What follows belongs to an exercise in optimizing a design on an open flow for small area; a production flow would make more cautious choices. In this exercise RTL edits were held to simulation tests only and were not proved equivalent to the original. Power and IR drop assume default switching activity.

== run a ==
==> flow/design.v <==
package flr_csr_pkg;
    localparam logic [15:0] DFH_OFS     = 16'h0000;
    localparam logic [15:0] SCRATCH_OFS = 16'h0008;
    localparam logic [15:0] TESTPAD_OFS = 16'h0028;
    localparam logic [1:0] FLR_IDLE  = 2'd0;
    localparam logic [1:0] FLR_DRAIN = 2'd1;
    localparam logic [1:0] FLR_CLEAR = 2'd2;
    localparam logic [1:0] FLR_ACK   = 2'd3;
    localparam logic [1:0] CLS_NONE    = 2'd0;
    localparam logic [1:0] CLS_DFH     = 2'd1;
    localparam logic [1:0] CLS_SCRATCH = 2'd2;
    localparam logic [1:0] CLS_TESTPAD = 2'd3;
endpackage
module flr_csr_head_bit
(
    input  logic       hold,
    input  logic       q,
    input  logic [7:0] sel,
    input  logic [7:0] rd,
    input  logic       force_n,
    output logic       d
);
    assign d = (hold & q) | (|(sel & rd)) | !force_n;
endmodule
module flr_csr_rf_bit
(
    input  logic we,
    input  logic wd,
    input  logic keep,
    input  logic q,
    output logic d
);
    assign d = (we & wd) | (keep & q);
endmodule
module flr_csr_responder
#(
    parameter int          NUM_FUNCS = 4,
    parameter logic [63:0] DFH_VALUE = 64'h3000000010000020,
    parameter logic [19:0] WIN_BASE  = 20'h10000,
    parameter int          TAG_W     = 10
) (
    input  logic             clk,
    input  logic             rst_n,
    input  logic             req_valid,
    output logic             req_ready,
    input  logic             req_write,
    input  logic [3:0]       req_func,
    input  logic [19:0]      req_addr,
    input  logic [63:0]      req_wdata,
    input  logic [TAG_W-1:0] req_tag,
    output logic             rsp_valid,
    input  logic             rsp_ready,
    output logic [63:0]      rsp_data,
    output logic [TAG_W-1:0] rsp_tag,
    output logic             rsp_err,
    input  logic             flr_req_valid,
    output logic             flr_req_ready,
    input  logic [3:0]       flr_func,
    output logic             flr_ack
);
    logic [1:0]  state_q, state_d;
    logic [1:0]  flr_func_q;           
    logic        req_ready_q, req_ready_d;
    logic        cnt_ge1_q, cnt_ge1_d;  
    logic        cnt_eq2_q, cnt_eq2_d;
    logic [7:0][63:0] rf_q, rf_d;
    logic [63:0]      hd_data_q, hd_data_d;
    logic [TAG_W-1:0] hd_tag_q;
    logic             hd_err_q;
    logic [TAG_W-1:0] e1_tag_q;
    logic             e1_err_q;
    logic [1:0]       e1_func_q;
    logic [1:0]       e1_cls_q;
    logic        accept_s, pop_s, push_s, req_err_s, cnt_zero_next_s;
    logic [1:0]  req_cls_s;
    logic [1:0]  src_func_s, src_cls_s;
    logic        src_err_s, load_s, hold_s;
    logic [TAG_W-1:0] src_tag_s;
    logic [7:0]  rd_sel_s;
    logic [7:0]  rf_we_s, rf_keep_s;
    logic        dfh_sel_s, err_sel_s, force0_n_s, force1_n_s;
    assign accept_s = req_valid && req_ready_q;
    assign pop_s    = cnt_ge1_q && rsp_ready;
    always_comb begin
        case (req_addr[15:0])
            flr_csr_pkg::DFH_OFS:     req_cls_s = flr_csr_pkg::CLS_DFH;
            flr_csr_pkg::SCRATCH_OFS: req_cls_s = flr_csr_pkg::CLS_SCRATCH;
            flr_csr_pkg::TESTPAD_OFS: req_cls_s = flr_csr_pkg::CLS_TESTPAD;
            default:                  req_cls_s = flr_csr_pkg::CLS_NONE;
        endcase
        req_err_s = (req_addr[19:16] != WIN_BASE[19:16])
                 || (req_addr[2:0] != 3'b000)
                 || (req_func[3:2] != 2'b00)
                 || (((state_q == flr_csr_pkg::FLR_DRAIN) || (state_q == flr_csr_pkg::FLR_CLEAR))
                     && (req_func[1:0] == flr_func_q));
        push_s = accept_s && (!req_write || req_err_s);
    end
    always_comb begin
        cnt_ge1_d       = push_s || cnt_eq2_q || (cnt_ge1_q && !pop_s);
        cnt_eq2_d       = (push_s && cnt_ge1_q && !pop_s) || (cnt_eq2_q && !pop_s);
        cnt_zero_next_s = !cnt_ge1_d;
    end
    always_comb begin
        state_d = state_q;
        case (state_q)
            flr_csr_pkg::FLR_IDLE:
                if (flr_req_valid)
                    state_d = (flr_func[3:2] != 2'b00) ? flr_csr_pkg::FLR_ACK : flr_csr_pkg::FLR_DRAIN;
            flr_csr_pkg::FLR_DRAIN:
                if (cnt_zero_next_s) state_d = flr_csr_pkg::FLR_CLEAR;
            flr_csr_pkg::FLR_CLEAR: state_d = flr_csr_pkg::FLR_ACK;
            default:                state_d = flr_csr_pkg::FLR_IDLE;
        endcase
        req_ready_d = !cnt_eq2_d && (state_d != flr_csr_pkg::FLR_CLEAR);
    end
    always_ff @(posedge clk) begin
        if (!rst_n) begin
            state_q     <= flr_csr_pkg::FLR_IDLE;
            req_ready_q <= 1'b0;
            cnt_ge1_q   <= 1'b0;
            cnt_eq2_q   <= 1'b0;
        end else begin
            state_q     <= state_d;
            req_ready_q <= req_ready_d;
            cnt_ge1_q   <= cnt_ge1_d;
            cnt_eq2_q   <= cnt_eq2_d;
        end
    end
    always_ff @(posedge clk) begin
        if (state_q == flr_csr_pkg::FLR_IDLE) flr_func_q <= flr_func[1:0];
    end
    always_comb begin
        for (int i = 0; i < 8; i++) begin
            rf_we_s[i] = rst_n && accept_s && req_write && !req_err_s && (req_func[1:0] == 2'(i >> 1))
                && (req_cls_s == ((i & 1) ? flr_csr_pkg::CLS_TESTPAD : flr_csr_pkg::CLS_SCRATCH));
            rf_keep_s[i] = !rf_we_s[i] && rst_n
                && !((state_q == flr_csr_pkg::FLR_CLEAR) && (flr_func_q == 2'(i >> 1)));
        end
    end
    for (genvar i = 0; i < 8; i++) begin : g_rf
        for (genvar b = 0; b < 64; b++) begin : g_bit
            flr_csr_rf_bit u_bit (
                .we   (rf_we_s[i]),
                .wd   (req_wdata[b]),
                .keep (rf_keep_s[i]),
                .q    (rf_q[i][b]),
                .d    (rf_d[i][b])
            );
        end
    end
    always_ff @(posedge clk) begin
        rf_q <= rf_d;
    end
    always_comb begin
        src_func_s = cnt_eq2_q ? e1_func_q : req_func[1:0];
        src_cls_s  = cnt_eq2_q ? e1_cls_q  : req_cls_s;
        src_err_s  = cnt_eq2_q ? e1_err_q  : req_err_s;
        src_tag_s  = cnt_eq2_q ? e1_tag_q  : req_tag;
        hold_s     = cnt_ge1_q && !rsp_ready;
        load_s     = !hold_s;
        for (int i = 0; i < 8; i++) begin
            rd_sel_s[i] = load_s && !src_err_s && (src_func_s == 2'(i >> 1))
                       && (src_cls_s == ((i & 1) ? flr_csr_pkg::CLS_TESTPAD : flr_csr_pkg::CLS_SCRATCH));
        end
        dfh_sel_s = load_s && !src_err_s && (src_cls_s == flr_csr_pkg::CLS_DFH);
        err_sel_s = load_s && src_err_s;
        force0_n_s = !err_sel_s;
        force1_n_s = !(err_sel_s || dfh_sel_s);
    end
    for (genvar b = 0; b < 64; b++) begin : g_hd
        logic [7:0] rd_b;
        for (genvar i = 0; i < 8; i++) begin : g_rd
            assign rd_b[i] = rf_q[i][b];
        end
        flr_csr_head_bit u_bit (
            .hold    (hold_s),
            .q       (hd_data_q[b]),
            .sel     (rd_sel_s),
            .rd      (rd_b),
            .force_n (DFH_VALUE[b] ? force1_n_s : force0_n_s),
            .d       (hd_data_d[b])
        );
    end
    always_ff @(posedge clk) begin
        hd_data_q <= hd_data_d;
        if (!hold_s) begin
            hd_tag_q <= src_tag_s;
            hd_err_q <= src_err_s;
        end
        if (!cnt_eq2_q) begin
            e1_tag_q  <= req_tag;
            e1_err_q  <= req_err_s;
            e1_func_q <= req_func[1:0];
            e1_cls_q  <= req_cls_s;
        end
    end
    assign req_ready     = req_ready_q;
    assign rsp_valid     = cnt_ge1_q;
    assign rsp_data      = hd_data_q;
    assign rsp_tag       = hd_tag_q;
    assign rsp_err       = hd_err_q;
    assign flr_req_ready = (state_q == flr_csr_pkg::FLR_IDLE);
    assign flr_ack       = (state_q == flr_csr_pkg::FLR_ACK);
endmodule
export LEC_CHECK = 0
export CAP_MARGIN = 0
export CORE_MARGIN = 2
export CORE_UTILIZATION = 70
export PLACE_DENSITY = 0.8
export SLEW_MARGIN = 0
create_clock -name core_clock -period 5.0 [get_ports {clk}]
standard.sh (not shown) runs the stock make flow with config.mk's settings and CLKGATE_MAP_FILE= SYNTH_SCRIPT=/design/flow/synth_recipe.tcl, a recipe that flattens the netlist after the stock synthesis.
==> flow/flow/run.sh <==
#!/bin/bash
# Own layout flow: the standard ORFS flow (standard.sh) with these changes.
#  1. Synthesis (own_synth.tcl) maps the logic with an area-oriented abc script and uses a
#     cell-level netlist for the queue head's per-bit select and for each register-file bit's
#     select; registers are as in the standard
#     synthesis (same names and cells).
#  2. Each port is buffered with the smallest buffer.
#  3. The clock tree uses fewer, larger sink clusters and no dummy loads.
set -euo pipefail
W=$PWD
export BUFFER_PORTS_ARGS="-buffer_cell sky130_fd_sc_hd__buf_1"
export CTS_ARGS="-sink_clustering_enable -repair_clock_nets -dont_use_dummy_load -sink_buffer_max_cap_derate 1.0 -buf_list sky130_fd_sc_hd__clkbuf_8 -sink_clustering_size 18 -sink_clustering_max_diameter 50"
export OWN_ABC_SCRIPT=$W/flow/area.abc
export OWN_CELLS_V="flr_csr_head_bit $W/flow/head_bit_cells.v flr_csr_rf_bit $W/flow/rf_bit_cells.v"
sed -E "s#SYNTH_SCRIPT=[^ ]+#SYNTH_SCRIPT=$W/flow/own_synth.tcl#" standard.sh > own_standard.sh
grep -q "SYNTH_SCRIPT=$W/flow/own_synth.tcl" own_standard.sh
bash own_standard.sh > own_flow.log 2>&1
Other scripts of this flow, unchanged in this note and not shown: flow/flow/area.abc, flow/flow/head_bit_cells.v, flow/flow/own_synth.tcl, flow/flow/rf_bit_cells.v
### run a -> run b
diff --git a/flow/design.v b/flow/design.v
--- a/flow/design.v
+++ b/flow/design.v
@@ -60,12 +60,13 @@
 );
     logic [1:0]  state_q, state_d;
     logic [1:0]  flr_func_q;           
     logic        req_ready_q, req_ready_d;
     logic        cnt_ge1_q, cnt_ge1_d;  
     logic        cnt_eq2_q, cnt_eq2_d;
+    logic [7:0]       rf_vld_q, rf_vld_d;
     logic [7:0][63:0] rf_q, rf_d;
     logic [63:0]      hd_data_q, hd_data_d;
     logic [TAG_W-1:0] hd_tag_q;
     logic             hd_err_q;
     logic [TAG_W-1:0] e1_tag_q;
     logic             e1_err_q;
@@ -110,34 +111,45 @@
                 if (cnt_zero_next_s) state_d = flr_csr_pkg::FLR_CLEAR;
             flr_csr_pkg::FLR_CLEAR: state_d = flr_csr_pkg::FLR_ACK;
             default:                state_d = flr_csr_pkg::FLR_IDLE;
         endcase
         req_ready_d = !cnt_eq2_d && (state_d != flr_csr_pkg::FLR_CLEAR);
     end
+    always_comb begin
+        rf_vld_d = rf_vld_q;
+        for (int i = 0; i < 8; i++) begin
+            if (accept_s && req_write && !req_err_s && (req_func[1:0] == 2'(i >> 1))
+                && (req_cls_s == ((i & 1) ? flr_csr_pkg::CLS_TESTPAD : flr_csr_pkg::CLS_SCRATCH)))
+                rf_vld_d[i] = 1'b1;
+            if ((state_q == flr_csr_pkg::FLR_CLEAR) && (flr_func_q == 2'(i >> 1)))
+                rf_vld_d[i] = 1'b0;
+        end
+    end
     always_ff @(posedge clk) begin
         if (!rst_n) begin
             state_q     <= flr_csr_pkg::FLR_IDLE;
             req_ready_q <= 1'b0;
             cnt_ge1_q   <= 1'b0;
             cnt_eq2_q   <= 1'b0;
+            rf_vld_q    <= '0;
         end else begin
             state_q     <= state_d;
             req_ready_q <= req_ready_d;
             cnt_ge1_q   <= cnt_ge1_d;
             cnt_eq2_q   <= cnt_eq2_d;
+            rf_vld_q    <= rf_vld_d;
         end
     end
     always_ff @(posedge clk) begin
         if (state_q == flr_csr_pkg::FLR_IDLE) flr_func_q <= flr_func[1:0];
     end
     always_comb begin
         for (int i = 0; i < 8; i++) begin
             rf_we_s[i] = rst_n && accept_s && req_write && !req_err_s && (req_func[1:0] == 2'(i >> 1))
                 && (req_cls_s == ((i & 1) ? flr_csr_pkg::CLS_TESTPAD : flr_csr_pkg::CLS_SCRATCH));
-            rf_keep_s[i] = !rf_we_s[i] && rst_n
-                && !((state_q == flr_csr_pkg::FLR_CLEAR) && (flr_func_q == 2'(i >> 1)));
+            rf_keep_s[i] = !rf_we_s[i] && rf_vld_q[i];
         end
     end
     for (genvar i = 0; i < 8; i++) begin : g_rf
         for (genvar b = 0; b < 64; b++) begin : g_bit
             flr_csr_rf_bit u_bit (
                 .we   (rf_we_s[i]),
@@ -156,13 +168,13 @@
         src_cls_s  = cnt_eq2_q ? e1_cls_q  : req_cls_s;
         src_err_s  = cnt_eq2_q ? e1_err_q  : req_err_s;
         src_tag_s  = cnt_eq2_q ? e1_tag_q  : req_tag;
         hold_s     = cnt_ge1_q && !rsp_ready;
         load_s     = !hold_s;
         for (int i = 0; i < 8; i++) begin
-            rd_sel_s[i] = load_s && !src_err_s && (src_func_s == 2'(i >> 1))
+            rd_sel_s[i] = load_s && !src_err_s && (src_func_s == 2'(i >> 1)) && rf_vld_q[i]
                        && (src_cls_s == ((i & 1) ? flr_csr_pkg::CLS_TESTPAD : flr_csr_pkg::CLS_SCRATCH));
         end
         dfh_sel_s = load_s && !src_err_s && (src_cls_s == flr_csr_pkg::CLS_DFH);
         err_sel_s = load_s && src_err_s;
         force0_n_s = !err_sel_s;
         force1_n_s = !(err_sel_s || dfh_sel_s);
--- outcome ---
Diff run a -> run b: worst hold path depth has increased, global-route usage closely matched the old numbers, die area moved up.
Delta (run b minus run a): power consumption shrank by 2.2%, worst setup slack after layout grew by 0.25 ns, area after synthesis grew by 270 um^2, number of cells traversed by the worst register-to-register path shrank by 1.
Arithmetic-cell share of the synthesized area counting full adders, half adders and majority gates: run a vs run b, no meaningful difference

[re-timing with driven ports]
The results above use ideal ports. As a check the final layouts listed here were re-extracted and re-timed, cells and wires unchanged. Step 1 (the two cells are an assumption about what drives the block):
set clk [get_ports {clk}]
set_driving_cell -lib_cell sky130_fd_sc_hd__clkbuf_16 $clk
set_driving_cell -lib_cell sky130_fd_sc_hd__buf_2 [delete_from_list [all_inputs] $clk]
Step 2 times the ports against the registers' clock, not the clock port: input delays grow and output delays shrink by t, the midpoint of the rising clock arrivals with the driver on. Slacks: ideal ports / drivers / drivers and shift; pairs: ideal ports / drivers.
run | shift t [ns] | slack for setup (ns) | clock arrival spread, ns | slew at the worst register clock pin (ns) | worst data-port slew with drivers (ns)
run a | 0.620 | 1.302 / 1.326 / 0.706 | 0.060 / 0.060 | 0.11 / 0.11 | 0.08
run b | 0.635 | 1.550 / 1.573 / 0.938 | 0.056 / 0.056 | 0.11 / 0.11 | 0.09
After both steps every run listed still meets setup and hold. For run b, which loses most, drivers alone change the setup slack by +0.023 ns; drivers and shift together by -0.612 ns.
